This design comes from an exercise in tuning for small area on the open sky130 flow, not from production work. Function was checked by simulation only, so behaviour that the tests miss may differ from the original. Power figures rest on the tool's default switching activity, not on a simulated workload.

## JK
==> flow/design.v <==
module carfield_region_guard #(
  parameter int unsigned NumRegions = 8,
  parameter int unsigned AddrWidth  = 48,
  parameter int unsigned CntWidth   = 16
) (
  input  logic                 clk_i,
  input  logic                 rst_ni,
  input  logic                 cfg_valid_i,
  input  logic                 cfg_write_i,
  input  logic [7:0]           cfg_addr_i,
  input  logic [63:0]          cfg_wdata_i,
  output logic                 cfg_rvalid_o,
  output logic [63:0]          cfg_rdata_o,
  output logic                 cfg_err_o,
  input  logic                 chk_valid_i,
  output logic                 chk_ready_o,
  input  logic [AddrWidth-1:0] chk_addr_i,
  input  logic                 chk_write_i,
  output logic                 res_valid_o,
  input  logic                 res_ready_i,
  output logic                 res_allow_o,
  output logic [4:0]           res_region_o,
  output logic                 irq_o
);
  localparam int unsigned AW = AddrWidth;
  logic [AW-1:0]         r_base [NumRegions];
  logic [AW:0]           r_end  [NumRegions];
  logic [NumRegions-1:0] r_v;
  logic                  r_en;
  logic                  r_lock;
  logic [AW-1:0]         r_faddr;
  logic                  r_fvalid;
  logic                  r_fwrite;
  logic [CntWidth-1:0]   r_cnt;
  logic                  r_cfg_rvalid;
  logic [AW-1:0]         r_cfg_rdata;
  logic                  r_cfg_err;
  logic                  r_res_valid;
  logic                  r_res_allow;
  logic [4:0]            r_res_region;
  logic [NumRegions-1:0] w_hit;
  logic                  w_any;
  logic [4:0]            w_idx;
  logic                  w_acc;
  logic                  w_fault;
  logic                  w_wr;
  logic                  w_win;
  logic                  w_is_size;
  logic [NumRegions-1:0] w_sel;
  logic [NumRegions-1:0] w_win_we;
  logic [AW-1:0]         w_b;
  logic [AW:0]           w_e;
  logic [AW-1:0]         w_s;
  logic [AW-1:0]         w_wd;
  logic [AW-1:0]         w_nb;
  logic [AW:0]           w_ne;
  logic                  w_ctrl;
  logic                  w_err;
  logic                  w_clr;
  logic                  w_ctrl_we;
  logic [AW-1:0]         w_rdata;
  logic [CntWidth-1:0]   w_cnt_base;
  logic                  w_fv_base;
  function automatic logic ge(input logic [AW:0] a, input logic [AW:0] b);
    logic c;
    c = 1'b1;
    for (int k = 0; k <= int'(AW); k++) c = (a[k] & ~b[k]) | (c & (a[k] | ~b[k]));
    ge = c;
  endfunction
  always_comb begin
    w_idx = '0;
    for (int i = 0; i < int'(NumRegions); i++) begin
      w_hit[i] = r_v[i] && ge({1'b0, chk_addr_i}, {1'b0, r_base[i]})
              && !ge({1'b0, chk_addr_i}, r_end[i]);
    end
    for (int i = int'(NumRegions) - 1; i >= 0; i--) begin
      if (w_hit[i]) w_idx = 5'(i);
    end
  end
  assign w_any   = |w_hit;
  assign w_acc   = chk_valid_i && chk_ready_o;
  assign w_fault = w_acc && r_en && !w_any;
  assign w_wr      = cfg_valid_i && cfg_write_i;
  assign w_win     = cfg_addr_i[7:4] == 4'd0;
  assign w_is_size = cfg_addr_i[0];
  assign w_wd      = cfg_wdata_i[AW-1:0];
  always_comb begin
    w_b = '0;
    w_e = '0;
    for (int i = 0; i < int'(NumRegions); i++) begin
      w_sel[i]    = w_win && (cfg_addr_i[3:1] == 3'(i));
      w_win_we[i] = w_sel[i] && w_wr && !r_lock;
      if (w_sel[i] && r_v[i]) begin
        w_b = w_b | r_base[i];
        w_e = w_e | r_end[i];
      end
    end
  end
  assign w_s  = AW'(w_e - {1'b0, w_b});
  assign w_nb = w_is_size ? w_b : w_wd;
  assign w_ne = {1'b0, w_wd} + {1'b0, (w_is_size ? w_b : w_s)};
  assign w_ctrl = cfg_addr_i == 8'd16;
  assign w_clr  = w_wr && w_ctrl && cfg_wdata_i[2];
  assign w_ctrl_we = w_wr && w_ctrl && !r_lock;
  always_comb begin
    w_err   = 1'b0;
    w_rdata = '0;
    if (w_win) begin
      w_rdata = w_is_size ? w_s : w_b;
      w_err   = w_wr && r_lock;
    end
    if (w_ctrl) begin
      w_rdata = {46'd0, r_lock, r_en};
      w_err   = w_wr && r_lock && (cfg_wdata_i[1:0] != {1'b1, r_en});
    end
    if (cfg_addr_i == 8'd17) begin
      w_rdata = r_fvalid ? r_faddr : '0;
      w_err   = w_wr;
    end
    if (cfg_addr_i == 8'd18) begin
      w_rdata[CntWidth-1:0] = r_cnt;
      w_rdata[32]           = r_fvalid;
      w_rdata[33]           = r_fvalid && r_fwrite;
      w_err                 = w_wr;
    end
    if (cfg_addr_i > 8'd18) w_err = 1'b1;
  end
  assign w_cnt_base = w_clr ? '0 : r_cnt;
  assign w_fv_base  = w_clr ? 1'b0 : r_fvalid;
  always_ff @(posedge clk_i) begin
    for (int i = 0; i < int'(NumRegions); i++) begin
      if (w_win_we[i]) begin
        r_base[i] <= w_nb;
        r_end[i]  <= w_ne;
      end
    end
  end
  always_ff @(posedge clk_i or negedge rst_ni) begin
    if (!rst_ni) begin
      r_v    <= '0;
      r_en   <= 1'b0;
      r_lock <= 1'b0;
    end else begin
      r_v <= r_v | w_win_we;
      if (w_ctrl_we) begin
        r_en   <= cfg_wdata_i[0];
        r_lock <= cfg_wdata_i[1];
      end
    end
  end
  always_ff @(posedge clk_i) begin
    if (!w_fv_base) begin
      r_faddr  <= chk_addr_i;
      r_fwrite <= chk_write_i;
    end
  end
  always_ff @(posedge clk_i or negedge rst_ni) begin
    if (!rst_ni) begin
      r_fvalid <= 1'b0;
      r_cnt    <= '0;
    end else if (w_fault) begin
      r_cnt    <= (&w_cnt_base) ? w_cnt_base
                                : w_cnt_base + CntWidth'(1);
      r_fvalid <= 1'b1;
    end else if (w_clr) begin
      r_fvalid <= 1'b0;
      r_cnt    <= '0;
    end
  end
  always_ff @(posedge clk_i or negedge rst_ni) begin
    if (!rst_ni) begin
      r_cfg_rvalid <= 1'b0;
      r_cfg_rdata  <= '0;
      r_cfg_err    <= 1'b0;
    end else begin
      r_cfg_rvalid <= cfg_valid_i;
      r_cfg_err    <= cfg_valid_i && w_err;
      r_cfg_rdata  <= (cfg_valid_i && !cfg_write_i && !w_err)
                      ? w_rdata : '0;
    end
  end
  always_ff @(posedge clk_i or negedge rst_ni) begin
    if (!rst_ni) begin
      r_res_valid  <= 1'b0;
      r_res_allow  <= 1'b0;
      r_res_region <= '0;
    end else if (w_acc) begin
      r_res_valid  <= 1'b1;
      r_res_allow  <= !r_en || w_any;
      r_res_region <= r_en ? w_idx : '0;
    end else if (res_ready_i) begin
      r_res_valid  <= 1'b0;
    end
  end
  assign chk_ready_o  = !r_res_valid || res_ready_i;
  assign res_valid_o  = r_res_valid;
  assign res_allow_o  = r_res_allow;
  assign res_region_o = r_res_region;
  assign cfg_rvalid_o = r_cfg_rvalid;
  assign cfg_rdata_o  = {16'd0, r_cfg_rdata};
  assign cfg_err_o    = r_cfg_err;
  assign irq_o        = r_fvalid;
endmodule
==> flow/config.mk <==
export PLATFORM = sky130hd
export DESIGN_NAME = carfield_region_guard
export DESIGN_NICKNAME = carfield_region_guard
export VERILOG_FILES = /design/flow/design.v
export SDC_FILE = /design/flow/constraint.sdc
export NUM_CORES = 4
export LEC_CHECK = 0
export CAP_MARGIN = 20
export CORE_MARGIN = 2
export CORE_UTILIZATION = 60
export SLEW_MARGIN = 20
==> flow/constraint.sdc <==
create_clock -name core_clock -period 10.0 [get_ports {clk_i}]
set_input_delay 2.0000 -clock core_clock [delete_from_list [all_inputs] [get_ports {clk_i}]]
set_output_delay 2.0000 -clock core_clock [all_outputs]
set_load 0.01 [all_outputs]
run.sh (not shown) runs the stock make flow with config.mk's settings and CLKGATE_MAP_FILE= SYNTH_SCRIPT=/design/flow/synth_recipe.tcl, a recipe that flattens the netlist after the stock synthesis.
JK completed every stage of the flow, and the final layout passed the timing, DRC and antenna checks.
Input-level comparison between MS and JK:
Settings: changing CORE_UTILIZATION from 60 to 40; setting CTS_BUF_LIST to sky130_fd_sc_hd__clkbuf_4 sky130_fd_sc_hd__clkbuf_8 for the first time.
Notes after the runs:
MS vs. JK: setup slack went up by 280 ps.
MS: flow complete, layout not clean; failing: capacitance limit, slew limit
Power after layout across JK and MS: no real change.
Comparing JK and MS, non-clock buffer count is higher on JK.
MS: transition time at the pin with the least slew margin is 190 ps higher than what JK reported.
Relative to JK, die area increased by 49% in MS.
Of JK and MS, MS shows the higher area added between synthesis and finish, with JK below it.

==> afterwards: timing with drivers on the ports <==
The results above use ideal ports. As a check the final layouts listed here were re-extracted and re-timed, cells and wires unchanged.
Step 1 assumes that a clkbuf_16 drives the clock port and a buf_2 every other input.
Step 2 times the ports against the registers' clock, not the clock port: input delays grow and output delays shrink by t, the midpoint of the rising clock arrivals with the driver on.
Three values: ideal, step 1, step 2; two values: the first two.
| run | t, ns | setup slack, ns | hold WS [ns] | worst register clock-pin slew, ns |
|---|---|---|---|---|
| JK | 0.766 | 0.258 / 0.298 / -0.469 | 0.489 / 0.489 / 0.489 | 0.07 / 0.07 |
| MS | 0.970 | 0.534 / 0.577 / -0.393 | 0.480 / 0.480 / 0.480 | 0.07 / 0.07 |
For MS, which loses most, drivers alone change the setup slack by +0.043 ns; drivers and shift together by -0.927 ns.
